This design comes from an exercise in tuning for small area, a short achievable clock period and few clock cycles per item on the open sky130 flow, not from production work.
No functional check of the RTL was part of any run shown here.
Power is estimated from default activity; no workload was simulated.

<file path="flow/design.v">
`default_nettype none
package cmwb_pkg;
  localparam int unsigned BASE_W     = 48;
  localparam int unsigned LEN_W      = 49;
  localparam int unsigned TAG_W      = 16;
  localparam int unsigned MADDR_W    = 48;
  localparam int unsigned VIEW_W     = 32;
  localparam int unsigned CFG_DATA_W = 49;
  localparam int unsigned CFG_IDX_W  = 4;
  localparam int unsigned NUM_CNT    = 5;
  localparam logic [CFG_IDX_W-1:0] REG_TABLE_ACTIVE = 3'd0;
  localparam logic [CFG_IDX_W-1:0] REG_OLD_BASE     = 3'd1;
  localparam logic [CFG_IDX_W-1:0] REG_OLD_LENGTH   = 3'd2;
  localparam logic [CFG_IDX_W-1:0] REG_YOUNG_BASE   = 3'd3;
  localparam logic [CFG_IDX_W-1:0] REG_YOUNG_LENGTH = 3'd4;
  localparam logic [CFG_IDX_W-1:0] REG_OBJECT_TAG   = 3'd5;
  localparam logic [CFG_IDX_W-1:0] REG_STRING_TAG   = 3'd6;
  localparam logic [CFG_IDX_W-1:0] REG_BIGINT_TAG   = 3'd7;
  localparam logic [CFG_IDX_W-1:0] REG_CNT_FIRST    = 4'd8;
  localparam logic [2:0] VERDICT_NULL_HOLDER = 3'd0;
  localparam logic [2:0] VERDICT_NOT_PTR     = 3'd1;
  localparam logic [2:0] VERDICT_NOT_OLD     = 3'd2;
  localparam logic [2:0] VERDICT_NOT_YOUNG   = 3'd3;
  localparam logic [2:0] VERDICT_MARKED      = 3'd4;
  localparam int unsigned CNT_CALLS     = 0;
  localparam int unsigned CNT_NON_PTR   = 1;
  localparam int unsigned CNT_NON_OLD   = 2;
  localparam int unsigned CNT_NON_YOUNG = 3;
  localparam int unsigned CNT_MARKED    = 4;
  typedef struct packed {
    logic [63:0] holder_word;
    logic [63:0] stored_word;
  } in_word_t;
  typedef struct packed {
    logic [VIEW_W-1:0] calls_seen;
    logic [VIEW_W-1:0] non_pointer_seen;
    logic [VIEW_W-1:0] non_old_seen;
    logic [VIEW_W-1:0] non_young_seen;
    logic [VIEW_W-1:0] marked_seen;
  } counts_t;
  typedef struct packed {
    logic               mark;
    logic [MADDR_W-1:0] mark_address;
    logic [2:0]         verdict;
    logic [VIEW_W-1:0]  calls_seen;
    logic [VIEW_W-1:0]  non_pointer_seen;
    logic [VIEW_W-1:0]  non_old_seen;
    logic [VIEW_W-1:0]  non_young_seen;
    logic [VIEW_W-1:0]  marked_seen;
  } out_word_t;
  typedef struct packed {
    logic              table_active;
    logic [BASE_W-1:0] old_base;
    logic [LEN_W-1:0]  old_length;
    logic [BASE_W-1:0] young_base;
    logic [LEN_W-1:0]  young_length;
    logic [TAG_W-1:0]  object_tag;
    logic [TAG_W-1:0]  string_tag;
    logic [TAG_W-1:0]  bigint_tag;
  } cfg_t;
  typedef struct packed {
    logic       fire;
    logic [2:0] verdict;
  } cnt_evt_t;
endpackage
`default_nettype wire
`default_nettype none
module cmwb_range (
  input  logic [47:0] x_i,
  input  logic [47:0] base_i,
  input  logic [48:0] len_i,
  output logic        in_o
);
  logic [49:0] b, l, nx, s, c;
  logic        ge, lt;
  always_comb begin
    b  = {2'b00, base_i};
    l  = {1'b0, len_i};
    nx = ~{2'b00, x_i};
    s  = b ^ l ^ nx;
    c  = (b & l) | (b & nx) | (l & nx);
    lt = {c, 1'b0} > {1'b0, ~s};
    ge = x_i >= base_i;
    in_o = ge && lt;
  end
endmodule
module cmwb_classify (
  input  logic [47:0] holder_i,
  input  logic [15:0] tag_i,
  input  logic [47:0] payload_i,
  input  logic        active_i,
  input  logic [47:0] old_base_i,
  input  logic [48:0] old_len_i,
  input  logic [47:0] young_base_i,
  input  logic [48:0] young_len_i,
  input  logic [15:0] tag0_i,
  input  logic [15:0] tag1_i,
  input  logic [15:0] tag2_i,
  output logic [2:0]  verdict_o,
  output logic [47:0] mark_address_o
);
  logic holder_old, ptr_young, is_ptr, null_holder, mark;
  cmwb_range u_old (
    .x_i(holder_i), .base_i(old_base_i), .len_i(old_len_i), .in_o(holder_old)
  );
  cmwb_range u_young (
    .x_i(payload_i), .base_i(young_base_i), .len_i(young_len_i), .in_o(ptr_young)
  );
  always_comb begin
    null_holder = (holder_i == '0);
    is_ptr = (payload_i != '0) &&
             ((tag_i == '0) || (tag_i == tag0_i) || (tag_i == tag1_i) || (tag_i == tag2_i));
    mark = !null_holder && is_ptr && active_i && holder_old && ptr_young;
    if (null_holder) begin
      verdict_o = cmwb_pkg::VERDICT_NULL_HOLDER;
    end else if (!is_ptr) begin
      verdict_o = cmwb_pkg::VERDICT_NOT_PTR;
    end else if (!active_i || !holder_old) begin
      verdict_o = cmwb_pkg::VERDICT_NOT_OLD;
    end else if (!ptr_young) begin
      verdict_o = cmwb_pkg::VERDICT_NOT_YOUNG;
    end else begin
      verdict_o = cmwb_pkg::VERDICT_MARKED;
    end
    mark_address_o = holder_i & {48{mark}};
  end
endmodule
`default_nettype wire
`default_nettype none
module cmwb_counters (
  input  logic        clk_i,
  input  logic        rst_ni,
  input  logic        fire_i,
  input  logic [2:0]  verdict_i,
  input  logic [4:0]  load_i,
  input  logic [31:0] load_data_i,
  output logic [4:0][31:0] cnt_o
);
  logic [31:0] cnt_q [5];
  logic [4:0]  hit;
  always_comb begin
    hit[cmwb_pkg::CNT_CALLS]     = 1'b1;
    hit[cmwb_pkg::CNT_NON_PTR]   = (verdict_i == cmwb_pkg::VERDICT_NOT_PTR);
    hit[cmwb_pkg::CNT_NON_OLD]   = (verdict_i == cmwb_pkg::VERDICT_NOT_OLD);
    hit[cmwb_pkg::CNT_NON_YOUNG] = (verdict_i == cmwb_pkg::VERDICT_NOT_YOUNG);
    hit[cmwb_pkg::CNT_MARKED]    = (verdict_i == cmwb_pkg::VERDICT_MARKED);
  end
  always_ff @(posedge clk_i or negedge rst_ni) begin
    if (!rst_ni) begin
      for (int i = 0; i < 5; i++) cnt_q[i] <= '0;
    end else begin
      for (int i = 0; i < 5; i++) begin
        if (load_i[i]) cnt_q[i] <= load_data_i;
        else if (fire_i && hit[i]) cnt_q[i] <= cnt_q[i] + 32'd1;
      end
    end
  end
  always_comb for (int i = 0; i < 5; i++) cnt_o[i] = cnt_q[i];
endmodule
`default_nettype wire
`default_nettype none
module card_marking_write_barrier #(
  parameter int unsigned ADDR_BITS  = 48,
  parameter int unsigned COUNT_BITS = 32
) (
  input  logic                              clk_i,
  input  logic                              rst_ni,
  input  logic                              cfg_we_i,
  input  logic [cmwb_pkg::CFG_IDX_W-1:0]    cfg_index_i,
  input  logic [cmwb_pkg::CFG_DATA_W-1:0]   cfg_data_i,
  input  logic                              in_valid_i,
  output logic                              in_stall_o,
  input  cmwb_pkg::in_word_t                in_data_i,
  output logic                              out_valid_o,
  input  logic                              out_stall_i,
  output cmwb_pkg::out_word_t               out_data_o
);
  logic        active_q;
  logic [47:0] old_base_q, young_base_q;
  logic [48:0] old_len_q, young_len_q;
  logic [15:0] tag0_q, tag1_q, tag2_q;
  logic        a_valid_q;
  logic [47:0] a_holder_q;
  logic [15:0] a_tag_q;
  logic [47:0] a_payload_q;
  logic        o_valid_q;
  logic [2:0]  o_verdict_q;
  logic [47:0] o_addr_q;
  logic        o_load, a_load;
  logic [2:0]  verdict;
  logic [47:0] mark_address;
  logic [4:0]  cnt_load;
  logic [4:0][31:0] cnt;
  assign o_load     = !o_valid_q || !out_stall_i;
  assign a_load     = !a_valid_q || o_load;
  assign in_stall_o = !a_load;
  always_ff @(posedge clk_i or negedge rst_ni) begin
    if (!rst_ni) begin
      active_q     <= 1'b0;
      old_base_q   <= '0;
      old_len_q    <= '0;
      young_base_q <= '0;
      young_len_q  <= '0;
      tag0_q       <= '0;
      tag1_q       <= '0;
      tag2_q       <= '0;
    end else if (cfg_we_i) begin
      case (cfg_index_i)
        4'd0: active_q     <= cfg_data_i[0];
        4'd1: old_base_q   <= cfg_data_i[47:0];
        4'd2: old_len_q    <= cfg_data_i[48:0];
        4'd3: young_base_q <= cfg_data_i[47:0];
        4'd4: young_len_q  <= cfg_data_i[48:0];
        4'd5: tag0_q       <= cfg_data_i[15:0];
        4'd6: tag1_q       <= cfg_data_i[15:0];
        4'd7: tag2_q       <= cfg_data_i[15:0];
        default: ;
      endcase
    end
  end
  always_ff @(posedge clk_i or negedge rst_ni) begin
    if (!rst_ni) begin
      a_valid_q <= 1'b0;
      o_valid_q <= 1'b0;
    end else begin
      if (a_load) a_valid_q <= in_valid_i;
      if (o_load) o_valid_q <= a_valid_q;
    end
  end
  always_ff @(posedge clk_i) begin
    if (a_load) begin
      a_holder_q  <= in_data_i.holder_word[47:0];
      a_tag_q     <= in_data_i.stored_word[63:48];
      a_payload_q <= in_data_i.stored_word[47:0];
    end
    if (o_load) begin
      o_verdict_q <= verdict;
      o_addr_q    <= mark_address;
    end
  end
  cmwb_classify u_classify (
    .holder_i      (a_holder_q),
    .tag_i         (a_tag_q),
    .payload_i     (a_payload_q),
    .active_i      (active_q),
    .old_base_i    (old_base_q),
    .old_len_i     (old_len_q),
    .young_base_i  (young_base_q),
    .young_len_i   (young_len_q),
    .tag0_i        (tag0_q),
    .tag1_i        (tag1_q),
    .tag2_i        (tag2_q),
    .verdict_o     (verdict),
    .mark_address_o(mark_address)
  );
  always_comb begin
    for (int i = 0; i < 5; i++) begin
      cnt_load[i] = cfg_we_i && (cfg_index_i == 4'(8 + i));
    end
  end
  cmwb_counters u_counters (
    .clk_i      (clk_i),
    .rst_ni     (rst_ni),
    .fire_i     (a_valid_q && o_load),
    .verdict_i  (verdict),
    .load_i     (cnt_load),
    .load_data_i(cfg_data_i[31:0]),
    .cnt_o      (cnt)
  );
  assign out_valid_o                 = o_valid_q;
  assign out_data_o.mark             = o_verdict_q[2];
  assign out_data_o.mark_address     = o_addr_q;
  assign out_data_o.verdict          = o_verdict_q;
  assign out_data_o.calls_seen       = cnt[cmwb_pkg::CNT_CALLS];
  assign out_data_o.non_pointer_seen = cnt[cmwb_pkg::CNT_NON_PTR];
  assign out_data_o.non_old_seen     = cnt[cmwb_pkg::CNT_NON_OLD];
  assign out_data_o.non_young_seen   = cnt[cmwb_pkg::CNT_NON_YOUNG];
  assign out_data_o.marked_seen      = cnt[cmwb_pkg::CNT_MARKED];
endmodule
`default_nettype wire
</file>
<file path="flow/run.sh">
#!/bin/bash
# synth_recipe.tcl (not shown) runs the flow's synth.tcl, then flattens the netlist and writes it again
# the make line also repeats each setting of config.mk as NAME=value (left out here)
make -C /OpenROAD-flow-scripts/flow DESIGN_CONFIG=/design/flow/config.mk WORK_HOME=/design/flow/orfs CLKGATE_MAP_FILE= SYNTH_SCRIPT=/design/flow/synth_recipe.tcl finish
</file>
<file path="flow/config.mk">
export PLATFORM = sky130hd
export DESIGN_NAME = card_marking_write_barrier
export DESIGN_NICKNAME = card_marking_write_barrier
export VERILOG_FILES = /design/flow/design.v
export SDC_FILE = /design/flow/constraint.sdc
export NUM_CORES = 4
export LEC_CHECK = 0
export CAP_MARGIN = 20
export CORE_MARGIN = 2
export CORE_UTILIZATION = 40
export SLEW_MARGIN = 20
</file>
<file path="flow/constraint.sdc">
create_clock -name core_clock -period 7.5 [get_ports {clk_i}]
set_input_delay 1.5000 -clock core_clock [delete_from_list [all_inputs] [get_ports {clk_i}]]
set_output_delay 1.5000 -clock core_clock [all_outputs]
set_load 0.01 [all_outputs]
</file>
==> run notes, run 1 <==
# TYPE chip_impl_metric gauge
chip_impl_info{name="run_status",value="complete, no violations"} 1
chip_impl_metric{name="die_width",unit="um"} 289
chip_impl_info{name="crit_path_slowest_cell",value="sky130_fd_sc_hd__nor4b_4"} 1
chip_impl_metric{name="nets_in_the_synthesized_netlist",unit=""} 3573
chip_impl_metric{name="htree_levels",unit=""} 3
chip_impl_info{name="criticalPathCategory",value="reg -> reg"} 1
chip_impl_metric{name="detail_route.first_pass.iterations",unit=""} 5
chip_impl_metric{name="synth_seq_cells",unit=""} 568
chip_impl_info{name="synth_top_cells_by_count",value="sky130_fd_sc_hd__dfrtp_1 (405), sky130_fd_sc_hd__inv_1 (368), sky130_fd_sc_hd__nand2_1 (280)"} 1
chip_impl_info{name="hp-class",value="reg -> reg"} 1
chip_impl_metric{name="p_leak",unit="uW"} 0.0171
chip_impl_metric{name="cts_resized",unit=""} 0
chip_impl_info{name="grt_setup_unrepaired",value="no"} 1
chip_impl_metric{name="start_util",unit=""} 0.405
chip_impl_metric{name="cp.arrival",unit="ns"} 5.53
chip_impl_metric{name="clk_transition_reported_paths",unit="ns"} 0.06
chip_impl_metric{name="final_min_period_over_clock_period",unit=""} 0.665
chip_impl_metric{name="insertion_delay",unit="ns"} 0.60
chip_impl_metric{name="gr-usage-all-layers",unit=""} 0.234
chip_impl_info{name="hold_start",value="old_len_q[31]$_DFFE_PN0P_"} 1
chip_impl_metric{name="fin_worst_skew",unit="ns"} 0.0294
chip_impl_metric{name="vias_in_the_first_global_route",unit=""} 23146
chip_impl_metric{name="grt_max_degree",unit=""} 164
chip_impl_metric{name="hold_viol",unit=""} 0
chip_impl_metric{name="worstPathRequired",unit="ns"} 8.04
chip_impl_metric{name="layout.filler_cells",unit=""} 7390
chip_impl_metric{name="routedWlPerCell",unit="um"} 21.6
chip_impl_metric{name="async_reset_ff_frac",unit=""} 0.713
chip_impl_metric{name="finalMaxSlewViolations",unit=""} 0
chip_impl_metric{name="multi_input_area",unit="um^2"} 15800
chip_impl_info{name="clock_tree.root_cell",value="sky130_fd_sc_hd__clkbuf_16"} 1
chip_impl_metric{name="antenna_found_initial",unit=""} 7
chip_impl_metric{name="synth_top_cell_area_share",unit=""} 0.311
chip_impl_metric{name="cts_made_buffers",unit=""} 68
chip_impl_metric{name="worst_slew_pin_slew",unit="ns"} 1.23
chip_impl_metric{name="reg2reg_setup_slack",unit="ns"} 2.51
chip_impl_metric{name="final_layout_size_suffix_gt1_frac",unit=""} 0.113
chip_impl_metric{name="cells_after_synth",unit=""} 3045
chip_impl_metric{name="whs_path_depth",unit=""} 1
chip_impl_metric{name="report.final.setup_viol",unit=""} 0
chip_impl_metric{name="max-cap-violations",unit=""} 0
chip_impl_info{name="critical_path.reg2reg.endpoint",value="u_counters.cnt_q[3][8]$_DFFE_PN0P_"} 1
chip_impl_metric{name="dpl.hpwl",unit="um"} 68800
chip_impl_info{name="synthTopCellsByArea",value="sky130_fd_sc_hd__dfrtp_1 (31%), sky130_fd_sc_hd__edfxtp_1 (15%), sky130_fd_sc_hd__ha_1 (9.4%)"} 1
chip_impl_metric{name="total_of_hold_buffers_inserted_after_clock_tree_synthesis",unit=""} 0
chip_impl_info{name="synthFlopType",value="sky130_fd_sc_hd__dfrtp_1"} 1
chip_impl_metric{name="core_area",unit="um^2"} 80500
chip_impl_info{name="critical_path.reg2reg.startpoint",value="a_payload_q[34]$_DFFE_PN_"} 1
chip_impl_metric{name="port_buffers",unit=""} 383
chip_impl_metric{name="detailedRoute.firstIterationViolations",unit=""} 1529
chip_impl_metric{name="clockBufferDepth",unit=""} 3
chip_impl_metric{name="worst_path_largest_cell_delay",unit="ns"} 0.77
chip_impl_metric{name="final_cell_area",unit="um^2"} 39900
chip_impl_metric{name="placed_cell_area",unit="um^2"} 37700
chip_impl_metric{name="synth.cell_area",unit="um^2"} 32600
chip_impl_metric{name="number_of_synthesized_flops_with_an_enable_pin",unit=""} 163
chip_impl_metric{name="syn_area_per_cell",unit="um^2"} 10.7
chip_impl_metric{name="synthToLayoutAreaGrowth",unit="%"} 22.5
chip_impl_metric{name="gp_congestion",unit=""} 0.875
chip_impl_metric{name="design.portCount",unit=""} 400
chip_impl_metric{name="slew_headroom",unit=""} 0.177
chip_impl_info{name="post-synth-top-count-cell",value="sky130_fd_sc_hd__dfrtp_1"} 1
chip_impl_metric{name="rr_worst_depth",unit=""} 13
chip_impl_metric{name="row_count",unit=""} 104
chip_impl_metric{name="post_synth_num_cell_types",unit=""} 69
chip_impl_info{name="tritoncts",value="yes"} 1
chip_impl_metric{name="max_freq",unit="MHz"} 201
chip_impl_metric{name="clkSinkCount",unit=""} 568
chip_impl_metric{name="drtAntennaViolNets",unit=""} 0
chip_impl_info{name="worstPathCellList",value="fa_1, inv_1, ha_1, nand4_1, nor4_1, nand4_1, o21ai_0, o21ai_0, o2bb2ai_2, buf_4, nor4b_4, mux2_2, nand2_1"} 1
chip_impl_info{name="endpoint_kind",value="flop"} 1
chip_impl_info{name="worst_setup_path_start_kind",value="flop"} 1
chip_impl_metric{name="final_net_count",unit=""} 3937
chip_impl_metric{name="critical_path_peak_fanout",unit=""} 20
chip_impl_metric{name="fp.dieArea",unit="um^2"} 83800
chip_impl_metric{name="grt_pass1_wl",unit="um"} 146000
chip_impl_info{name="whs_endpoint",value="old_len_q[31]$_DFFE_PN0P_"} 1
chip_impl_metric{name="pwr_density_cell",unit="nW/um^2"} 274
chip_impl_metric{name="fin_tns_setup",unit="ns"} 0
chip_impl_metric{name="final_period_minus_worst_setup_slack",unit="ns"} 4.99
chip_impl_metric{name="route.vias.total",unit=""} 23613
chip_impl_metric{name="wirelength",unit="um"} 97700
chip_impl_metric{name="cts.repair_timing.setup_buffer_count",unit=""} 0
chip_impl_info{name="synth_area_leader_cell",value="sky130_fd_sc_hd__dfrtp_1"} 1
chip_impl_metric{name="grt-ovfl-total",unit=""} 0
chip_impl_metric{name="vdd_drop_max",unit="mV"} 0.158
chip_impl_metric{name="regArea",unit="um^2"} 15000
chip_impl_metric{name="route.detailed.drc",unit=""} 0
chip_impl_metric{name="die_y",unit="um"} 289
chip_impl_metric{name="synthesis.yosys.warnings",unit=""} 5
chip_impl_metric{name="route.detailed.vias_per_inst",unit=""} 5.22
chip_impl_metric{name="seq_area_frac_synth",unit=""} 0.461
routing by layer:
metal	vias up	track usage	wire length (um)
met3	163	0.0339	5440
met1	11627	0.322	43100
met2	607	0.380	46000
met5	-	0	47
li1	11208	-	-
met4	8	0.0758	3070
worst max-delay path, delay by kind of cell, from the launching register on:
kind            cells  cell delay, ns
compound gates      3            0.87
fa+ha+maj           2            0.86
buf+inv             2            0.44
flops               1            0.48
mux                 1            0.41
simple gates        5            1.86
worst max-delay path by stage:
stage | start | to | slack (ns) | cells after the start
2_1_floorplan | out_stall_i | in_stall_o | 1.21 | 2
3_3_place_gp | out_stall_i | u_counters.cnt_q[4][7]$_DFFE_PN0P_ | 2.32 | 9
3_5_place_dp | out_stall_i | u_counters.cnt_q[4][7]$_DFFE_PN0P_ | 2.30 | 9
4_1_cts | a_payload_q[33]$_DFFE_PN_ | u_counters.cnt_q[3][8]$_DFFE_PN0P_ | 2.53 | 13
5_1_grt | a_payload_q[34]$_DFFE_PN_ | u_counters.cnt_q[3][1]$_DFFE_PN0P_ | 2.21 | 13
6_report | a_payload_q[34]$_DFFE_PN_ | u_counters.cnt_q[3][8]$_DFFE_PN0P_ | 2.51 | 13
state kept, by name (all words and copies together), names as in the netlist:
signal and flops:
a_tag_q 16, active_q 1, a_holder_q 48, tag1_q 16, old_base_q 48, o_addr_q 48, a_payload_q 48, young_len_q 49
o_valid_q 1, young_base_q 48, u_counters.cnt_q 160, old_len_q 49, tag0_q 16, a_valid_q 1, o_verdict_q 3, tag2_q 16
layout make-up:
type                    instances  area share
repair buffers                423       0.104
well taps                    1060      0.0332
diodes                          2    0.000125
inverters                     368      0.0346
clock buffers                  92      0.0487
flip-flops and latches        568       0.377
clock inverters                32     0.00765
multi-input cells            1980       0.395
where the power goes:
part | switching [uW] | internal (uW) | total, uW
combinational | 1700 | 1570 | 3270
sequential | 572 | 3760 | 4330
clock | 1380 | 1970 | 3350
layout by cell type (no fill, tap or decap), drive strengths merged, types with 41 or more instances in the layout:
cell type        n
nor2           110
dfrtp          405
o21ai          178
a21oi           79
xnor2           98
inv            372
nor4            59
clkbuf          92
nor3            49
mux2           201
nand4           73
nand3           71
nand2          280
buf             41
and2            77
clkdlybuf4s50  382
xor2            43
fa              96
edfxtp         163
ha             246
cells by family (layout without fill, tap and decap cells):
group                    count (synthesis)  after routing  share of synthesized area
multiplexers                           227            227                     0.0774
XOR/XNOR                               141            141                     0.0379
other                                    0              2                          0
buffers and inverters                  497            915                     0.0582
flip-flops                             568            568                      0.461
adder cells (fa/ha/maj)                342            342                      0.153
AO/OA/AOI/OAI                          404            404                     0.0738
AND/OR/NAND/NOR                        866            866                      0.138
through the flow:
stage	total power, uW	cells	util	hold WS (ns)	setup slack (ns)
6_report	10900	4525	0.496	0.505	2.51
5_1_grt	11700	4524	0.496	0.514	2.21
4_1_cts	11100	4523	0.495	0.505	2.53
3_5_place_dp	7650	4399	0.468	0.493	2.30
3_3_place_gp	7580	4399	0.468	0.487	2.32
2_1_floorplan	6280	3045	-	0.471	1.21
==> run 2: changes to the inputs <==
--- a/flow/config.mk
+++ b/flow/config.mk
@@ -5,7 +5,9 @@
 export SDC_FILE = /design/flow/constraint.sdc
 export NUM_CORES = 4
 export LEC_CHECK = 0
+export ABC_CLOCK_PERIOD_IN_PS = 3000
 export CAP_MARGIN = 20
 export CORE_MARGIN = 2
 export CORE_UTILIZATION = 40
+export SETUP_SLACK_MARGIN = 4.5
 export SLEW_MARGIN = 20
==> run 2 against run 1 <==
Against the previous run: still clean on timing, DRC and antenna; sequential power hardly changed; die area stayed put; count of clock-buffer cells in the layout is 2 higher; maximum frequency is 26% higher; critical path type unchanged.
==> run notes, run 2 <==
# TYPE chip_impl_metric gauge
chip_impl_metric{name="finalMaxSlewViolations",unit=""} 0
chip_impl_metric{name="final_layout_size_suffix_gt1_frac",unit=""} 0.205
chip_impl_info{name="worstPathCellList",value="inv_1, fa_1, ha_1, and4_1, nand2_2, or3_1, a31oi_1, o211ai_1, a31o_4, buf_12, or4b_4, o31a_1, o31a_1"} 1
chip_impl_metric{name="number_of_instances_in_the_placed_design",unit=""} 4398
chip_impl_info{name="most_common_cell_after_layout_fill_and_taps_aside",value="sky130_fd_sc_hd__dfrtp_1"} 1
chip_impl_info{name="synth_top_cells_by_count",value="sky130_fd_sc_hd__dfrtp_1 (405), sky130_fd_sc_hd__inv_1 (368), sky130_fd_sc_hd__nand2_1 (280)"} 1
chip_impl_metric{name="worst_slew_pin_slew",unit="ns"} 1.22
chip_impl_metric{name="dpl.hpwl",unit="um"} 70200
chip_impl_info{name="crit_path_slowest_cell",value="sky130_fd_sc_hd__or4b_4"} 1
chip_impl_metric{name="synthToLayoutAreaGrowth",unit="%"} 32.6
chip_impl_metric{name="die_y",unit="um"} 289
chip_impl_metric{name="clk_transition_reported_paths",unit="ns"} 0.06
chip_impl_metric{name="clkSinkCount",unit=""} 568
chip_impl_metric{name="max_freq",unit="MHz"} 253
chip_impl_metric{name="max-cap-violations",unit=""} 0
chip_impl_info{name="critical_path.reg2reg.endpoint",value="u_counters.cnt_q[4][6]$_DFFE_PN0P_"} 1
chip_impl_metric{name="cells_after_synth",unit=""} 3045
chip_impl_metric{name="layout.filler_cells",unit=""} 7036
chip_impl_metric{name="die_width",unit="um"} 289
chip_impl_info{name="criticalPathCategory",value="reg -> reg"} 1
chip_impl_metric{name="insertion_delay",unit="ns"} 0.62
chip_impl_metric{name="clockBufferDepth",unit=""} 3
chip_impl_metric{name="antenna_found_initial",unit=""} 8
chip_impl_metric{name="grt_pass1_wl",unit="um"} 152000
chip_impl_info{name="synthTopCellsByArea",value="sky130_fd_sc_hd__dfrtp_1 (31%), sky130_fd_sc_hd__edfxtp_1 (15%), sky130_fd_sc_hd__ha_1 (9.4%)"} 1
chip_impl_metric{name="critical_path_peak_fanout",unit=""} 8
chip_impl_metric{name="cp_num_buf_inv",unit=""} 2
chip_impl_metric{name="slew_headroom",unit=""} 0.183
chip_impl_info{name="largestRegisters",value="u_counters.cnt_q (160), old_len_q (49), young_len_q (49)"} 1
chip_impl_metric{name="fp.dieArea",unit="um^2"} 83800
chip_impl_info{name="worst_setup_path_start_kind",value="flop"} 1
chip_impl_metric{name="layoutNonFillerInstCount",unit=""} 4708
chip_impl_metric{name="start_util",unit=""} 0.405
chip_impl_metric{name="htree_levels",unit=""} 3
chip_impl_info{name="whs_endpoint",value="old_base_q[47]$_DFFE_PN0P_"} 1
chip_impl_metric{name="core_area",unit="um^2"} 80500
chip_impl_metric{name="gr-usage-all-layers",unit=""} 0.246
chip_impl_metric{name="port_buffers",unit=""} 383
chip_impl_metric{name="pwr_density_cell",unit="nW/um^2"} 278
chip_impl_metric{name="hold_viol",unit=""} 0
chip_impl_metric{name="detailedRoute.firstIterationViolations",unit=""} 1791
chip_impl_metric{name="worst_path_largest_cell_delay",unit="ns"} 0.57
chip_impl_metric{name="grt_max_degree",unit=""} 149
chip_impl_metric{name="whs_path_depth",unit=""} 1
chip_impl_info{name="synthFlopType",value="sky130_fd_sc_hd__dfrtp_1"} 1
chip_impl_metric{name="largest_register_ff_count",unit=""} 160
chip_impl_metric{name="nets_in_the_synthesized_netlist",unit=""} 3573
chip_impl_metric{name="final_net_count",unit=""} 4115
chip_impl_metric{name="vias_in_the_first_global_route",unit=""} 23917
chip_impl_metric{name="gp_congestion",unit=""} 0.830
chip_impl_metric{name="multi_input_area",unit="um^2"} 17100
chip_impl_metric{name="drtAntennaViolNets",unit=""} 0
chip_impl_metric{name="post_synth_num_cell_types",unit=""} 69
chip_impl_info{name="cpLargestDelayFamily",value="simple AND/OR/NAND/NOR gates"} 1
chip_impl_metric{name="route.vias.total",unit=""} 24596
chip_impl_metric{name="synth.cell_area",unit="um^2"} 32600
chip_impl_info{name="clock_tree.root_cell",value="sky130_fd_sc_hd__clkbuf_16"} 1
chip_impl_info{name="grt_setup_unrepaired",value="yes"} 1
chip_impl_metric{name="synth_seq_cells",unit=""} 568
chip_impl_metric{name="worstPathRequired",unit="ns"} 7.99
chip_impl_metric{name="syn_area_per_cell",unit="um^2"} 10.7
chip_impl_info{name="critPathMostFrequentCell",value="sky130_fd_sc_hd__o31a_1"} 1
chip_impl_metric{name="design.portCount",unit=""} 400
chip_impl_metric{name="async_reset_ff_frac",unit=""} 0.713
chip_impl_metric{name="detail_route.first_pass.iterations",unit=""} 5
chip_impl_metric{name="wirelength",unit="um"} 106000
chip_impl_info{name="layout_common_cells",value="sky130_fd_sc_hd__dfrtp_1 (387), sky130_fd_sc_hd__inv_1 (351), sky130_fd_sc_hd__nand2_1 (271), sky130_fd_sc_hd__ha_1 (237), sky130_fd_sc_hd__dlygate4sd2_1 (199)"} 1
chip_impl_metric{name="fin_tns_setup",unit="ns"} 0
chip_impl_metric{name="number_of_synthesized_flops_with_an_enable_pin",unit=""} 163
chip_impl_metric{name="cts_made_buffers",unit=""} 71
chip_impl_metric{name="synth_top_cell_area_share",unit=""} 0.311
chip_impl_metric{name="route.detailed.vias_per_inst",unit=""} 5.22
chip_impl_metric{name="final_min_period_over_clock_period",unit=""} 0.527
chip_impl_info{name="post-synth-top-count-cell",value="sky130_fd_sc_hd__dfrtp_1"} 1
chip_impl_info{name="endpoint_kind",value="flop"} 1
chip_impl_metric{name="fin_worst_skew",unit="ns"} 0.0324
chip_impl_metric{name="final_period_minus_worst_setup_slack",unit="ns"} 3.96
chip_impl_metric{name="route.detailed.drc",unit=""} 0
chip_impl_metric{name="grt-ovfl-total",unit=""} 0
chip_impl_info{name="synth_area_leader_cell",value="sky130_fd_sc_hd__dfrtp_1"} 1
chip_impl_info{name="run_status",value="complete, no violations"} 1
chip_impl_info{name="tritoncts",value="yes"} 1
chip_impl_metric{name="regArea",unit="um^2"} 15100
chip_impl_metric{name="synthesis.yosys.warnings",unit=""} 5
chip_impl_metric{name="routedWlPerCell",unit="um"} 22.4
chip_impl_metric{name="hold-worst-slack",unit="ns"} 0.503
chip_impl_metric{name="cp.arrival",unit="ns"} 4.44
chip_impl_info{name="critical_path.reg2reg.startpoint",value="a_holder_q[4]$_DFFE_PN_"} 1
chip_impl_metric{name="p_leak",unit="uW"} 0.0191
chip_impl_metric{name="vdd_drop_max",unit="mV"} 0.167
chip_impl_metric{name="seq_area_frac_synth",unit=""} 0.461
chip_impl_metric{name="reg2reg_setup_slack",unit="ns"} 3.54
chip_impl_info{name="hp-class",value="reg -> reg"} 1
chip_impl_metric{name="row_count",unit=""} 104
chip_impl_metric{name="rr_worst_depth",unit=""} 13
chip_impl_info{name="largest_register",value="u_counters.cnt_q"} 1
chip_impl_info{name="hold_start",value="old_base_q[47]$_DFFE_PN0P_"} 1
chip_impl_metric{name="report.final.setup_viol",unit=""} 0
-- run 2: cell counts after synthesis --
No cell type changed its count.
-- run 2: worst max-delay path by stage --
| stage | endpoint | startpoint | cells after the start |
|---|---|---|---|
| floorplan | in_stall_o | out_stall_i | 2 |
| global placement | u_counters.cnt_q[4][7]$_DFFE_PN0P_ | out_stall_i | 8 |
| detailed placement | u_counters.cnt_q[4][7]$_DFFE_PN0P_ | out_stall_i | 8 |
| CTS | u_counters.cnt_q[4][7]$_DFFE_PN0P_ | old_base_q[41]$_DFFE_PN0P_ | 14 |
| global route | u_counters.cnt_q[4][7]$_DFFE_PN0P_ | a_holder_q[44]$_DFFE_PN_ | 13 |
| finish | u_counters.cnt_q[4][6]$_DFFE_PN0P_ | a_holder_q[4]$_DFFE_PN_ | 13 |
-- run 2: where the power goes --
group	leakage, uW	internal [uW]	switching (uW)
combinational	0.0113	1890	2060
sequential	0.00652	3760	533
clock	0.00124	2350	1420
-- run 2: area by class of cell --
cell class,instances,area share
antenna,3,0.000174
clock buffer,94,0.0467
clock inverter,37,0.0126
inverter,368,0.0320
multi-input combinational,1983,0.395
sequential,568,0.348
tap,1060,0.0307
timing repair buffer,595,0.135
-- run 2: what timing repair did --
item	CTS	global route
gates cloned	6	10
buffers inserted	103	57
endpoints found under the setup margin	586	308
pin swaps	62	74
gates resized for setup	331	121
hold buffers	0	0
-- run 2: per-layer routing --
layer	GRT usage	vias to the layer above	routed length, um
li1	-	11579	-
met1	0.337	12149	45800
met2	0.386	676	49200
met3	0.0462	188	6980
met4	0.0941	4	3710
met5	0	-	30
-- run 2: cells by family after synthesis --
group           synth area share
flops                      0.461
compound gates            0.0738
fa+ha+maj                  0.153
simple gates               0.138
buf+inv                   0.0582
xor+xnor                  0.0379
mux                       0.0774
-- run 2: stage by stage --
stage	setup slack, ns	total power [uW]	util	instance area, um^2
3_5_place_dp	2.37	7760	0.475	38300
3_3_place_gp	2.39	7710	0.475	38300
5_1_grt	3.41	12800	0.537	43200
4_1_cts	3.51	11800	0.522	42100
6_report	3.54	12000	0.537	43200
2_1_floorplan	3.37	6410	-	33500
==> run 3: changes to the inputs <==
--- a/flow/design.v
+++ b/flow/design.v
@@ -59,6 +59,15 @@
     logic [TAG_W-1:0]  bigint_tag;
   } cfg_t;
   typedef struct packed {
+    logic holder_null;
+    logic payload_set;
+    logic tag_ok;
+    logic old_ge;
+    logic old_lt;
+    logic young_ge;
+    logic young_lt;
+  } tests_t;
+  typedef struct packed {
     logic       fire;
     logic [2:0] verdict;
   } cnt_evt_t;
@@ -69,49 +78,64 @@
   input  logic [47:0] x_i,
   input  logic [47:0] base_i,
   input  logic [48:0] len_i,
-  output logic        in_o
+  output logic        ge_o,
+  output logic        lt_o
 );
   logic [49:0] b, l, nx, s, c;
-  logic        ge, lt;
   always_comb begin
     b  = {2'b00, base_i};
     l  = {1'b0, len_i};
     nx = ~{2'b00, x_i};
     s  = b ^ l ^ nx;
     c  = (b & l) | (b & nx) | (l & nx);
-    lt = {c, 1'b0} > {1'b0, ~s};
-    ge = x_i >= base_i;
-    in_o = ge && lt;
+    lt_o = {c, 1'b0} > {1'b0, ~s};
+    ge_o = x_i >= base_i;
   end
 endmodule
-module cmwb_classify (
+module cmwb_classify_a (
   input  logic [47:0] holder_i,
   input  logic [15:0] tag_i,
   input  logic [47:0] payload_i,
-  input  logic        active_i,
   input  logic [47:0] old_base_i,
   input  logic [48:0] old_len_i,
   input  logic [47:0] young_base_i,
   input  logic [48:0] young_len_i,
+  input  logic [2:0]  tag_set_i,
   input  logic [15:0] tag0_i,
   input  logic [15:0] tag1_i,
   input  logic [15:0] tag2_i,
-  output logic [2:0]  verdict_o,
-  output logic [47:0] mark_address_o
+  output cmwb_pkg::tests_t tests_o
 );
-  logic holder_old, ptr_young, is_ptr, null_holder, mark;
   cmwb_range u_old (
-    .x_i(holder_i), .base_i(old_base_i), .len_i(old_len_i), .in_o(holder_old)
+    .x_i(holder_i), .base_i(old_base_i), .len_i(old_len_i),
+    .ge_o(tests_o.old_ge), .lt_o(tests_o.old_lt)
   );
   cmwb_range u_young (
-    .x_i(payload_i), .base_i(young_base_i), .len_i(young_len_i), .in_o(ptr_young)
+    .x_i(payload_i), .base_i(young_base_i), .len_i(young_len_i),
+    .ge_o(tests_o.young_ge), .lt_o(tests_o.young_lt)
   );
   always_comb begin
-    null_holder = (holder_i == '0);
-    is_ptr = (payload_i != '0) &&
-             ((tag_i == '0) || (tag_i == tag0_i) || (tag_i == tag1_i) || (tag_i == tag2_i));
-    mark = !null_holder && is_ptr && active_i && holder_old && ptr_young;
-    if (null_holder) begin
+    tests_o.holder_null = (holder_i == '0);
+    tests_o.payload_set = (payload_i != '0);
+    tests_o.tag_ok = (tag_i == '0) ||
+                     (tag_set_i[0] && (tag_i == tag0_i)) ||
+                     (tag_set_i[1] && (tag_i == tag1_i)) ||
+                     (tag_set_i[2] && (tag_i == tag2_i));
+  end
+endmodule
+module cmwb_classify_b (
+  input  cmwb_pkg::tests_t tests_i,
+  input  logic             active_i,
+  input  logic             old_len_set_i,
+  input  logic             young_len_set_i,
+  output logic [2:0]       verdict_o
+);
+  logic is_ptr, holder_old, ptr_young;
+  always_comb begin
+    is_ptr     = tests_i.payload_set && tests_i.tag_ok;
+    holder_old = old_len_set_i && tests_i.old_ge && tests_i.old_lt;
+    ptr_young  = young_len_set_i && tests_i.young_ge && tests_i.young_lt;
+    if (tests_i.holder_null) begin
       verdict_o = cmwb_pkg::VERDICT_NULL_HOLDER;
     end else if (!is_ptr) begin
       verdict_o = cmwb_pkg::VERDICT_NOT_PTR;
@@ -122,7 +146,6 @@
     end else begin
       verdict_o = cmwb_pkg::VERDICT_MARKED;
     end
-    mark_address_o = holder_i & {48{mark}};
   end
 endmodule
 `default_nettype wire
@@ -178,42 +201,58 @@
   logic        active_q;
   logic [47:0] old_base_q, young_base_q;
   logic [48:0] old_len_q, young_len_q;
+  logic        old_len_set_q, young_len_set_q;
   logic [15:0] tag0_q, tag1_q, tag2_q;
+  logic [2:0]  tag_set_q;
   logic        a_valid_q;
   logic [47:0] a_holder_q;
   logic [15:0] a_tag_q;
   logic [47:0] a_payload_q;
+  logic              p_valid_q;
+  cmwb_pkg::tests_t  p_tests_q;
+  logic [47:0]       p_holder_q;
   logic        o_valid_q;
   logic [2:0]  o_verdict_q;
   logic [47:0] o_addr_q;
-  logic        o_load, a_load;
-  logic [2:0]  verdict;
-  logic [47:0] mark_address;
-  logic [4:0]  cnt_load;
-  logic [4:0][31:0] cnt;
+  logic              o_load, p_load, a_load;
+  cmwb_pkg::tests_t  tests;
+  logic [2:0]        verdict;
+  logic [4:0]        cnt_load;
+  logic [4:0][31:0]  cnt;
   assign o_load     = !o_valid_q || !out_stall_i;
-  assign a_load     = !a_valid_q || o_load;
+  assign p_load     = !p_valid_q || o_load;
+  assign a_load     = !a_valid_q || p_load;
   assign in_stall_o = !a_load;
   always_ff @(posedge clk_i or negedge rst_ni) begin
     if (!rst_ni) begin
-      active_q     <= 1'b0;
-      old_base_q   <= '0;
-      old_len_q    <= '0;
-      young_base_q <= '0;
-      young_len_q  <= '0;
-      tag0_q       <= '0;
-      tag1_q       <= '0;
-      tag2_q       <= '0;
+      active_q        <= 1'b0;
+      old_base_q      <= '0;
+      young_base_q    <= '0;
+      old_len_set_q   <= 1'b0;
+      young_len_set_q <= 1'b0;
+      tag_set_q       <= '0;
     end else if (cfg_we_i) begin
       case (cfg_index_i)
-        4'd0: active_q     <= cfg_data_i[0];
-        4'd1: old_base_q   <= cfg_data_i[47:0];
-        4'd2: old_len_q    <= cfg_data_i[48:0];
-        4'd3: young_base_q <= cfg_data_i[47:0];
-        4'd4: young_len_q  <= cfg_data_i[48:0];
-        4'd5: tag0_q       <= cfg_data_i[15:0];
-        4'd6: tag1_q       <= cfg_data_i[15:0];
-        4'd7: tag2_q       <= cfg_data_i[15:0];
+        4'd0: active_q        <= cfg_data_i[0];
+        4'd1: old_base_q      <= cfg_data_i[47:0];
+        4'd2: old_len_set_q   <= 1'b1;
+        4'd3: young_base_q    <= cfg_data_i[47:0];
+        4'd4: young_len_set_q <= 1'b1;
+        4'd5: tag_set_q[0]    <= 1'b1;
+        4'd6: tag_set_q[1]    <= 1'b1;
+        4'd7: tag_set_q[2]    <= 1'b1;
+        default: ;
+      endcase
+    end
+  end
+  always_ff @(posedge clk_i) begin
+    if (cfg_we_i) begin
+      case (cfg_index_i)
+        4'd2: old_len_q   <= cfg_data_i[48:0];
+        4'd4: young_len_q <= cfg_data_i[48:0];
+        4'd5: tag0_q      <= cfg_data_i[15:0];
+        4'd6: tag1_q      <= cfg_data_i[15:0];
+        4'd7: tag2_q      <= cfg_data_i[15:0];
         default: ;
       endcase
     end
@@ -221,10 +260,12 @@
   always_ff @(posedge clk_i or negedge rst_ni) begin
     if (!rst_ni) begin
       a_valid_q <= 1'b0;
+      p_valid_q <= 1'b0;
       o_valid_q <= 1'b0;
     end else begin
       if (a_load) a_valid_q <= in_valid_i;
-      if (o_load) o_valid_q <= a_valid_q;
+      if (p_load) p_valid_q <= a_valid_q;
+      if (o_load) o_valid_q <= p_valid_q;
     end
   end
   always_ff @(posedge clk_i) begin
@@ -233,25 +274,35 @@
       a_tag_q     <= in_data_i.stored_word[63:48];
       a_payload_q <= in_data_i.stored_word[47:0];
     end
+    if (p_load) begin
+      p_tests_q  <= tests;
+      p_holder_q <= a_holder_q;
+    end
     if (o_load) begin
       o_verdict_q <= verdict;
-      o_addr_q    <= mark_address;
+      o_addr_q    <= (verdict == cmwb_pkg::VERDICT_MARKED) ? p_holder_q : '0;
     end
   end
-  cmwb_classify u_classify (
-    .holder_i      (a_holder_q),
-    .tag_i         (a_tag_q),
-    .payload_i     (a_payload_q),
-    .active_i      (active_q),
-    .old_base_i    (old_base_q),
-    .old_len_i     (old_len_q),
-    .young_base_i  (young_base_q),
-    .young_len_i   (young_len_q),
-    .tag0_i        (tag0_q),
-    .tag1_i        (tag1_q),
-    .tag2_i        (tag2_q),
-    .verdict_o     (verdict),
-    .mark_address_o(mark_address)
+  cmwb_classify_a u_classify_a (
+    .holder_i    (a_holder_q),
+    .tag_i       (a_tag_q),
+    .payload_i   (a_payload_q),
+    .old_base_i  (old_base_q),
+    .old_len_i   (old_len_q),
+    .young_base_i(young_base_q),
+    .young_len_i (young_len_q),
+    .tag_set_i   (tag_set_q),
+    .tag0_i      (tag0_q),
+    .tag1_i      (tag1_q),
+    .tag2_i      (tag2_q),
+    .tests_o     (tests)
+  );
+  cmwb_classify_b u_classify_b (
+    .tests_i        (p_tests_q),
+    .active_i       (active_q),
+    .old_len_set_i  (old_len_set_q),
+    .young_len_set_i(young_len_set_q),
+    .verdict_o      (verdict)
   );
   always_comb begin
     for (int i = 0; i < 5; i++) begin
@@ -261,7 +312,7 @@
   cmwb_counters u_counters (
     .clk_i      (clk_i),
     .rst_ni     (rst_ni),
-    .fire_i     (a_valid_q && o_load),
+    .fire_i     (p_valid_q && o_load),
     .verdict_i  (verdict),
     .load_i     (cnt_load),
     .load_data_i(cfg_data_i[31:0]),
==> run 3 against run 2 <==
Against the previous run: still clean; final cell count decreased by 6.7%; synthesized cell count decreased by 8.3%; maximum frequency increased by 8.9%; first-iteration DRC count decreased by 14%; routed wire length decreased by 8.8%; global-route usage decreased by 1.5 points; hold slack got worse by 0.035 ns; sequential share of layout area increased by 8.3 points; final area decreased by 5.6%; utilization decreased by 3.0 points; highest routed layer unchanged.
==> run notes, run 3 <==
# TYPE chip_impl_metric gauge
chip_impl_info{name="run_status",value="complete, no violations"} 1
chip_impl_metric{name="port_buffers",unit=""} 383
chip_impl_metric{name="critical_path_peak_fanout",unit=""} 3
chip_impl_metric{name="layoutNonFillerInstCount",unit=""} 4393
chip_impl_metric{name="design.portCount",unit=""} 400
chip_impl_info{name="worstPathCellList",value="buf_8, nand4_1, inv_1, buf_6"} 1
chip_impl_metric{name="grt_pass1_wl",unit="um"} 144000
chip_impl_info{name="grt_most_used_layer",value="met2"} 1
chip_impl_metric{name="grt_max_degree",unit=""} 140
chip_impl_metric{name="combPwrFrac",unit=""} 0.243
chip_impl_metric{name="clk_transition_reported_paths",unit="ns"} 0.06
chip_impl_metric{name="gp_congestion",unit=""} 0.884
chip_impl_metric{name="switching_power",unit="uW"} 3400
chip_impl_metric{name="nets_in_the_synthesized_netlist",unit=""} 3319
chip_impl_metric{name="grt.met3_usage",unit=""} 0.0536
chip_impl_metric{name="p_leak",unit="uW"} 0.0175
chip_impl_info{name="largest_register",value="u_counters.cnt_q"} 1
chip_impl_metric{name="reg2reg_setup_slack",unit="ns"} 4.52
chip_impl_metric{name="routedWlPerCell",unit="um"} 21.9
chip_impl_info{name="crit_path_slowest_cell",value="sky130_fd_sc_hd__nand4_1"} 1
chip_impl_metric{name="number_of_instances_in_the_placed_design",unit=""} 4195
chip_impl_metric{name="slew_headroom",unit=""} 0.235
chip_impl_metric{name="seq_area_frac_synth",unit=""} 0.540
chip_impl_metric{name="core_area",unit="um^2"} 80500
chip_impl_info{name="hp-class",value="reg -> reg"} 1
chip_impl_info{name="clock_tree.root_cell",value="sky130_fd_sc_hd__clkbuf_16"} 1
chip_impl_metric{name="start_util",unit=""} 0.404
chip_impl_metric{name="pwr_density_cell",unit="nW/um^2"} 266
chip_impl_metric{name="synthesis.yosys.warnings",unit=""} 6
chip_impl_metric{name="finalMaxSlewViolations",unit=""} 0
chip_impl_metric{name="layout.filler_cells",unit=""} 7035
chip_impl_metric{name="cts_made_buffers",unit=""} 71
chip_impl_metric{name="fin_worst_skew",unit="ns"} 0.0187
chip_impl_metric{name="grt-ovfl-total",unit=""} 0
chip_impl_metric{name="detail_route.first_pass.iterations",unit=""} 5
chip_impl_metric{name="report.final.setup_viol",unit=""} 0
chip_impl_metric{name="clockBufferDepth",unit=""} 3
chip_impl_metric{name="die_y",unit="um"} 289
chip_impl_info{name="worst_setup_path_start_kind",value="primary input"} 1
chip_impl_metric{name="htree_levels",unit=""} 3
chip_impl_metric{name="final_net_count",unit=""} 3799
chip_impl_metric{name="syn_area_per_cell",unit="um^2"} 11.7
chip_impl_metric{name="drtAntennaViolNets",unit=""} 0
chip_impl_info{name="post-synth-top-count-cell",value="sky130_fd_sc_hd__edfxtp_1"} 1
chip_impl_metric{name="route.detailed.vias_per_inst",unit=""} 5.14
chip_impl_metric{name="synthToLayoutAreaGrowth",unit="%"} 25.4
chip_impl_metric{name="route.detailed.drc",unit=""} 0
chip_impl_metric{name="route.vias.total",unit=""} 22570
chip_impl_metric{name="vdd_drop_max",unit="mV"} 0.214
chip_impl_metric{name="groute.layer.met2.usage",unit=""} 0.387
chip_impl_info{name="critical_path.reg2reg.startpoint",value="a_holder_q[42]$_DFFE_PN_"} 1
chip_impl_metric{name="whs_path_depth",unit=""} 1
chip_impl_metric{name="gr-usage-all-layers",unit=""} 0.231
chip_impl_info{name="layout_common_cells",value="sky130_fd_sc_hd__edfxtp_1 (364), sky130_fd_sc_hd__inv_1 (345), sky130_fd_sc_hd__nand2_1 (275), sky130_fd_sc_hd__dfrtp_1 (244), sky130_fd_sc_hd__ha_1 (241)"} 1
chip_impl_metric{name="vias_in_the_first_global_route",unit=""} 23300
chip_impl_metric{name="insertion_delay",unit="ns"} 0.60
chip_impl_metric{name="cells_after_synth",unit=""} 2791
chip_impl_info{name="synth_top_cells_by_count",value="sky130_fd_sc_hd__edfxtp_1 (364), sky130_fd_sc_hd__inv_1 (350), sky130_fd_sc_hd__nand2_1 (276)"} 1
chip_impl_info{name="critical_path.startpoint",value="out_stall_i"} 1
chip_impl_metric{name="final_period_minus_worst_setup_slack",unit="ns"} 3.63
chip_impl_info{name="critical_path.endpoint",value="in_stall_o"} 1
chip_impl_metric{name="antenna_found_initial",unit=""} 12
chip_impl_metric{name="largest_register_ff_count",unit=""} 160
chip_impl_metric{name="worstPathRequired",unit="ns"} 6.00
chip_impl_metric{name="synth_seq_cells",unit=""} 629
chip_impl_metric{name="fp.dieArea",unit="um^2"} 83700
chip_impl_info{name="synth_area_leader_cell",value="sky130_fd_sc_hd__edfxtp_1"} 1
chip_impl_metric{name="dpl.hpwl",unit="um"} 67600
chip_impl_metric{name="number_of_synthesized_flops_with_an_enable_pin",unit=""} 364
chip_impl_metric{name="synth_top_cell_area_share",unit=""} 0.336
chip_impl_metric{name="wirelength",unit="um"} 96400
chip_impl_info{name="criticalPathCategory",value="in -> out"} 1
chip_impl_info{name="endpoint_kind",value="output port"} 1
chip_impl_info{name="tritoncts",value="yes"} 1
chip_impl_metric{name="detailedRoute.firstIterationViolations",unit=""} 1541
chip_impl_metric{name="fin_tns_setup",unit="ns"} 0
chip_impl_metric{name="worst_path_largest_cell_delay",unit="ns"} 0.26
chip_impl_metric{name="async_reset_ff_frac",unit=""} 0.421
chip_impl_metric{name="power_report.internal_total",unit="uW"} 7450
chip_impl_metric{name="cp.arrival",unit="ns"} 2.13
chip_impl_metric{name="power.share.switching",unit=""} 0.314
chip_impl_info{name="synthTopCellsByArea",value="sky130_fd_sc_hd__edfxtp_1 (34%), sky130_fd_sc_hd__dfrtp_1 (20%), sky130_fd_sc_hd__ha_1 (9.5%)"} 1
chip_impl_metric{name="final_layout_size_suffix_gt1_frac",unit=""} 0.102
chip_impl_metric{name="synth.cell_area",unit="um^2"} 32500
chip_impl_info{name="grt_setup_unrepaired",value="yes"} 1
chip_impl_metric{name="clkSinkCount",unit=""} 629
chip_impl_metric{name="worst_slew_pin_slew",unit="ns"} 1.14
chip_impl_metric{name="grt_use_met1",unit=""} 0.297
chip_impl_metric{name="max_freq",unit="MHz"} 275
chip_impl_metric{name="max-cap-violations",unit=""} 0
chip_impl_info{name="most_common_cell_after_layout_fill_and_taps_aside",value="sky130_fd_sc_hd__edfxtp_1"} 1
chip_impl_metric{name="final_min_period_over_clock_period",unit=""} 0.484
chip_impl_metric{name="die_width",unit="um"} 289
chip_impl_info{name="largestRegisters",value="u_counters.cnt_q (160), old_len_q (49), young_len_q (49)"} 1
chip_impl_metric{name="row_count",unit=""} 104
chip_impl_metric{name="rr_worst_depth",unit=""} 9
chip_impl_info{name="synthFlopType",value="sky130_fd_sc_hd__edfxtp_1"} 1
chip_impl_metric{name="post_synth_num_cell_types",unit=""} 63
chip_impl_metric{name="part_of_the_total_power_dissipated_in_sequential_elements",unit=""} 0.429
chip_impl_info{name="critical_path.reg2reg.endpoint",value="p_tests_q[2]$_DFFE_PP_"} 1
chip_impl_metric{name="hold_viol",unit=""} 0
chip_impl_metric{name="power_frac_clock",unit=""} 0.327
## run 3: layout make-up
class	count	area (um^2)	area share
inverter	350	1310	0.0322
timing repair buffer	472	4380	0.107
clock inverter	39	365	0.00895
antenna	3	7.51	0.000184
multi-input combinational	1747	13800	0.338
clock buffer	93	2030	0.0497
sequential	629	17600	0.431
tap	1060	1330	0.0325
## run 3: timing repair
item | in CTS | in global routing
setup buffers | 40 | 22
resized for setup | 242 | 41
hold buffers | 0 | 0
pin swaps | 12 | 14
setup endpoints to repair | 462 | 194
cloned | 1 | 0
## run 3: cell families (layout without fill, tap and decap cells)
logic type	count (synthesis)	in the layout	synth area share
fa+ha+maj	342	342	0.154
simple gates	779	780	0.122
mux	54	54	0.0185
xor+xnor	203	203	0.0546
buf+inv	416	954	0.0486
other cells	0	3	0
compound gates	368	368	0.0631
flops	629	629	0.540
## run 3: stage by stage
stage	instance area, um^2	setup WS (ns)	hold WS, ns	total power, uW	util
final	40800	3.87	0.468	10900	0.507
after global routing	40800	3.81	0.490	11500	0.507
after CTS	40500	3.79	0.471	10900	0.502
after detailed placement	37800	2.58	0.459	7380	0.470
after global placement	37800	2.66	0.450	7260	0.470
after floorplan	32700	0.523	0.435	6070	-
## run 3: worst max-delay path, delay by kind of cell
kind	cells	cell delay, ns
AND/OR/NAND/NOR	1	0.26
buffers and inverters	3	0.37
## run 3: worst min path at each step
stage                                  start                       end  slack, ns
floorplan              a_valid_q$_DFFE_PN0N_     p_valid_q$_DFFE_PN0P_       0.43
global placement       a_valid_q$_DFFE_PN0N_     p_valid_q$_DFFE_PN0P_       0.45
detailed placement  tag_set_q[0]$_DFFE_PN0P_  tag_set_q[0]$_DFFE_PN0P_       0.46
CTS                    a_valid_q$_DFFE_PN0N_     p_valid_q$_DFFE_PN0P_       0.47
global route        tag_set_q[0]$_DFFE_PN0P_  tag_set_q[0]$_DFFE_PN0P_       0.49
finish                 a_valid_q$_DFFE_PN0N_     p_valid_q$_DFFE_PN0P_       0.47
## run 3: metal layers
layer  vias up  part of all wire
met4        20             0.031
met2       653              0.48
li1      10569                 -
met5         -            0.0015
met1     11157              0.42
met3       171             0.068
## run 3: power by group through the flow
| stage | sequential, uW | clock, uW | combinational (uW) |
|---|---|---|---|
| floorplan | 4720 | 0 | 1360 |
| global placement | 4730 | 0 | 2540 |
| detailed placement | 4750 | 0 | 2630 |
| CTS | 4660 | 3640 | 2620 |
| global route | 4730 | 3780 | 2980 |
| finish | 4660 | 3550 | 2640 |
==> run 4: changes to the inputs <==
==> flow/flow/run.sh (new file) <==
#!/bin/bash
# The standard layout, with plain buffers on the ports and without the
# delay cells as buffers; every tool's output goes to standard.log and ORFS's logs
set -uo pipefail
DU="sky130_fd_sc_hd__probe_p_8 sky130_fd_sc_hd__probec_p_8 sky130_fd_sc_hd__lpflow_*"
DU="$DU sky130_fd_sc_hd__clkdlybuf4s* sky130_fd_sc_hd__dlygate* sky130_fd_sc_hd__dlymetal*"
bash standard.sh "DONT_USE_CELLS=$DU" \
  "BUFFER_PORTS_ARGS=-buffer_cell sky130_fd_sc_hd__buf_1" finish > standard.log 2>&1
==> flow/standard.sh (new file) <==
#!/bin/bash
# synth_recipe.tcl (not shown) runs the flow's synth.tcl, then flattens the netlist and writes it again
# the make line also repeats each setting of config.mk as NAME=value (left out here)
make -C /OpenROAD-flow-scripts/flow DESIGN_CONFIG=/design/flow/config.mk WORK_HOME=/design/flow/orfs CLKGATE_MAP_FILE= SYNTH_SCRIPT=/design/flow/synth_recipe.tcl "${@:-finish}"
removed: flow/run.sh
==> run 4 against run 3 <==
Against the previous run: combinational power decreased by 11%; still clean; clock skew is 0.0064 ns higher; sequential share of layout area rose by 2.5 points.
==> run notes, run 4 <==
# TYPE chip_impl_metric gauge
chip_impl_info{name="run_status",value="complete, no violations"} 1
chip_impl_metric{name="core_area",unit="um^2"} 80400
chip_impl_metric{name="htree_levels",unit=""} 3
chip_impl_info{name="synth_top_cells_by_count",value="sky130_fd_sc_hd__edfxtp_1 (364), sky130_fd_sc_hd__inv_1 (350), sky130_fd_sc_hd__nand2_1 (276)"} 1
chip_impl_metric{name="detailedRoute.firstIterationViolations",unit=""} 1545
chip_impl_metric{name="gp_congestion",unit=""} 0.840
chip_impl_metric{name="power_frac_clock",unit=""} 0.341
chip_impl_metric{name="row_count",unit=""} 104
chip_impl_metric{name="detail_route.first_pass.iterations",unit=""} 5
chip_impl_metric{name="synth_top_cell_area_share",unit=""} 0.336
chip_impl_info{name="post-synth-top-count-cell",value="sky130_fd_sc_hd__edfxtp_1"} 1
chip_impl_metric{name="reg2reg_setup_slack",unit="ns"} 4.57
chip_impl_info{name="crit_path_slowest_cell",value="sky130_fd_sc_hd__buf_12"} 1
chip_impl_metric{name="design.portCount",unit=""} 400
chip_impl_metric{name="start_util",unit=""} 0.404
chip_impl_metric{name="vias_in_the_first_global_route",unit=""} 21445
chip_impl_metric{name="route.detailed.drc",unit=""} 0
chip_impl_info{name="grt_setup_unrepaired",value="yes"} 1
chip_impl_metric{name="slew_headroom",unit=""} 0.188
chip_impl_metric{name="worst_path_largest_cell_delay",unit="ns"} 0.21
chip_impl_info{name="whs_endpoint",value="p_valid_q$_DFFE_PN0P_"} 1
chip_impl_info{name="criticalPathCategory",value="in -> out"} 1
chip_impl_metric{name="die_width",unit="um"} 289
chip_impl_metric{name="clk_transition_reported_paths",unit="ns"} 0.06
chip_impl_metric{name="max_freq",unit="MHz"} 280
chip_impl_metric{name="synthesis.yosys.warnings",unit=""} 6
chip_impl_metric{name="dpl.hpwl",unit="um"} 68200
chip_impl_metric{name="max-cap-violations",unit=""} 0
chip_impl_metric{name="report.final.setup_viol",unit=""} 0
chip_impl_metric{name="clockBufferDepth",unit=""} 3
chip_impl_info{name="cpLargestDelayFamily",value="buffers and inverters"} 1
chip_impl_metric{name="async_reset_ff_frac",unit=""} 0.421
chip_impl_metric{name="synthToLayoutAreaGrowth",unit="%"} 18.5
chip_impl_metric{name="final_layout_size_suffix_gt1_frac",unit=""} 0.0810
chip_impl_metric{name="antenna_found_initial",unit=""} 18
chip_impl_info{name="critical_path.reg2reg.startpoint",value="a_holder_q[37]$_DFFE_PN_"} 1
chip_impl_metric{name="grt_pass1_wl",unit="um"} 138000
chip_impl_metric{name="switching_power",unit="uW"} 3350
chip_impl_metric{name="finalMaxSlewViolations",unit=""} 0
chip_impl_metric{name="fin_tns_setup",unit="ns"} 0
chip_impl_info{name="synthFlopType",value="sky130_fd_sc_hd__edfxtp_1"} 1
chip_impl_metric{name="final_core_util",unit=""} 0.479
chip_impl_metric{name="combPwrFrac",unit=""} 0.220
chip_impl_metric{name="rr_worst_depth",unit=""} 9
chip_impl_metric{name="synth_seq_cells",unit=""} 629
chip_impl_metric{name="drtAntennaViolNets",unit=""} 0
chip_impl_metric{name="grt_max_degree",unit=""} 129
chip_impl_metric{name="p_leak",unit="uW"} 0.0156
chip_impl_metric{name="synth.cell_area",unit="um^2"} 32500
chip_impl_metric{name="layout_setup_ws",unit="ns"} 3.93
chip_impl_metric{name="part_of_the_total_power_dissipated_in_sequential_elements",unit=""} 0.439
chip_impl_metric{name="power.share.switching",unit=""} 0.315
chip_impl_info{name="largestRegisters",value="u_counters.cnt_q (160), old_len_q (49), young_len_q (49)"} 1
chip_impl_info{name="hp-class",value="reg -> reg"} 1
chip_impl_metric{name="gr-usage-all-layers",unit=""} 0.225
chip_impl_metric{name="wirelength",unit="um"} 94500
chip_impl_info{name="hold_start",value="a_valid_q$_DFFE_PN0N_"} 1
chip_impl_info{name="critical_path.startpoint",value="out_stall_i"} 1
chip_impl_metric{name="worst_slew_pin_slew",unit="ns"} 1.22
chip_impl_metric{name="worstPathRequired",unit="ns"} 6.00
chip_impl_metric{name="pwr_density_cell",unit="nW/um^2"} 277
chip_impl_metric{name="place_worst_setup_slack",unit="ns"} 2.85
chip_impl_metric{name="fp.dieArea",unit="um^2"} 83500
chip_impl_metric{name="die_y",unit="um"} 289
chip_impl_info{name="synthTopCellsByArea",value="sky130_fd_sc_hd__edfxtp_1 (34%), sky130_fd_sc_hd__dfrtp_1 (20%), sky130_fd_sc_hd__ha_1 (9.5%)"} 1
chip_impl_info{name="most_common_cell_after_layout_fill_and_taps_aside",value="sky130_fd_sc_hd__buf_1"} 1
chip_impl_info{name="clock_tree.root_cell",value="sky130_fd_sc_hd__clkbuf_16"} 1
chip_impl_info{name="synth_area_leader_cell",value="sky130_fd_sc_hd__edfxtp_1"} 1
chip_impl_metric{name="hold_viol",unit=""} 0
chip_impl_metric{name="hold-worst-slack",unit="ns"} 0.464
chip_impl_metric{name="power_report.internal_total",unit="uW"} 7300
[run 4: cell types whose count changed in the layout (fill, tap and decap cells not counted), moves of 63 or more]
cell	delta
sky130_fd_sc_hd__clkdlybuf4s50_1	-175
sky130_fd_sc_hd__o21ai_0	+63
sky130_fd_sc_hd__o21ai_1	-63
sky130_fd_sc_hd__dlygate4sd2_1	-184
sky130_fd_sc_hd__buf_1	+438
sky130_fd_sc_hd__buf_4	-78
[run 4: how the worst max path moves through the flow]
stage                       to
detailed placement  in_stall_o
finish              in_stall_o
CTS                 in_stall_o
global route        in_stall_o
global placement    in_stall_o
floorplan           in_stall_o
[run 4: repair_timing]
item                       CTS  global route
pin swaps                   15            13
buffers inserted            26            28
gates resized for setup     34            21
hold buffers                 0             0
cloned                       2             1
setup endpoints to repair  124            94
[run 4: final cells by class]
cell class | count | area, um^2
inverters | 350 | 1320
clock buffers | 101 | 2080
clock inverters | 30 | 348
flip-flops and latches | 629 | 17600
well taps | 1060 | 1330
multi-input cells | 1748 | 13800
repair buffers | 488 | 2100
fillers | 7422 | 41900
diodes | 2 | 5.00
[run 4: cells by family (layout without fill, tap and decap cells)]
family | count (synthesis) | count (layout) | synth area share
flops | 629 | 629 | 0.540
fa+ha+maj | 342 | 342 | 0.154
other cells | 0 | 2 | 0
simple gates | 779 | 781 | 0.121
buf+inv | 416 | 969 | 0.0485
mux | 54 | 54 | 0.0185
compound gates | 368 | 368 | 0.0631
xor+xnor | 203 | 203 | 0.0547
[run 4: metrics by stage]
| step | cells | instance area [um^2] | power, uW |
|---|---|---|---|
| 6_report | 4408 | 38500 | 10700 |
| 4_1_cts | 4377 | 38200 | 10700 |
| 2_1_floorplan | 2791 | 32600 | 6070 |
| 3_5_place_dp | 4218 | 35500 | 6990 |
| 3_3_place_gp | 4213 | 35400 | 6940 |
| 5_1_grt | 4406 | 38500 | 11300 |
[run 4: power by group through the flow]
stage / logic (uW) / registers (uW) / clock network (uW)
after floorplan: 1350 / 4720 / 0
after global placement: 2210 / 4730 / 0
after detailed placement: 2250 / 4730 / 0
after CTS: 2330 / 4670 / 3730
after global routing: 2690 / 4740 / 3850
final: 2350 / 4670 / 3640
[run 4: worst register-to-register path: stages (launching register included)]
cell and delay, ns:
sky130_fd_sc_hd__edfxtp_1 0.46, sky130_fd_sc_hd__fa_1 0.53, sky130_fd_sc_hd__inv_1 0.05, sky130_fd_sc_hd__ha_1 0.27, sky130_fd_sc_hd__nand4_1 0.16, sky130_fd_sc_hd__or4_4 0.56, sky130_fd_sc_hd__nand3b_1 0.21, sky130_fd_sc_hd__a21oi_1 0.17
sky130_fd_sc_hd__o21ai_1 0.10, sky130_fd_sc_hd__a31oi_2 0.25
[run 4: routing by layer]
layer | track usage | part of all wire | up-vias
met4 | 0.0901 | 0.039 | 18
met2 | 0.352 | 0.45 | 604
met5 | 0 | 0.0012 | -
li1 | - | - | 10591
met1 | 0.304 | 0.44 | 10824
met3 | 0.0494 | 0.067 | 170

==> afterwards: timing with drivers on the ports <==
The results above use ideal ports. As a check the final layouts listed here were re-extracted and re-timed, cells and wires unchanged.
Step 1, drivers: a clkbuf_16 drives clk_i and a buf_2 each remaining input, both assumed.
Step 2 adds t to the input delays and takes it off the output delays; t is the mean of the earliest and latest rising clock arrival at the registers after step 1. Input paths then give back, and output paths get back, about the clock's delay inside the block.
a / b / c = ideal ports / drivers / drivers and shift; a / b = the first two.
run | t (ns) | slack for setup (ns) | hold WS [ns] | pins driven straight from the clock port
run 1 | 0.652 | 2.513 / 2.513 / 2.141 | 0.505 / 0.505 / 0.505 | 1
run 2 | 0.661 | 3.545 / 3.545 / 3.251 | 0.503 / 0.503 / 0.503 | 1
run 3 | 0.663 | 3.867 / 3.812 / 3.812 | 0.468 / 0.468 / 0.468 | 1
run 4 | 0.671 | 3.925 / 3.875 / 3.750 | 0.464 / 0.464 / 0.464 | 1
After both steps every run listed still meets setup and hold. For run 1, which loses most, drivers alone change the setup slack by 0.000 ns; drivers and shift together by -0.372 ns.
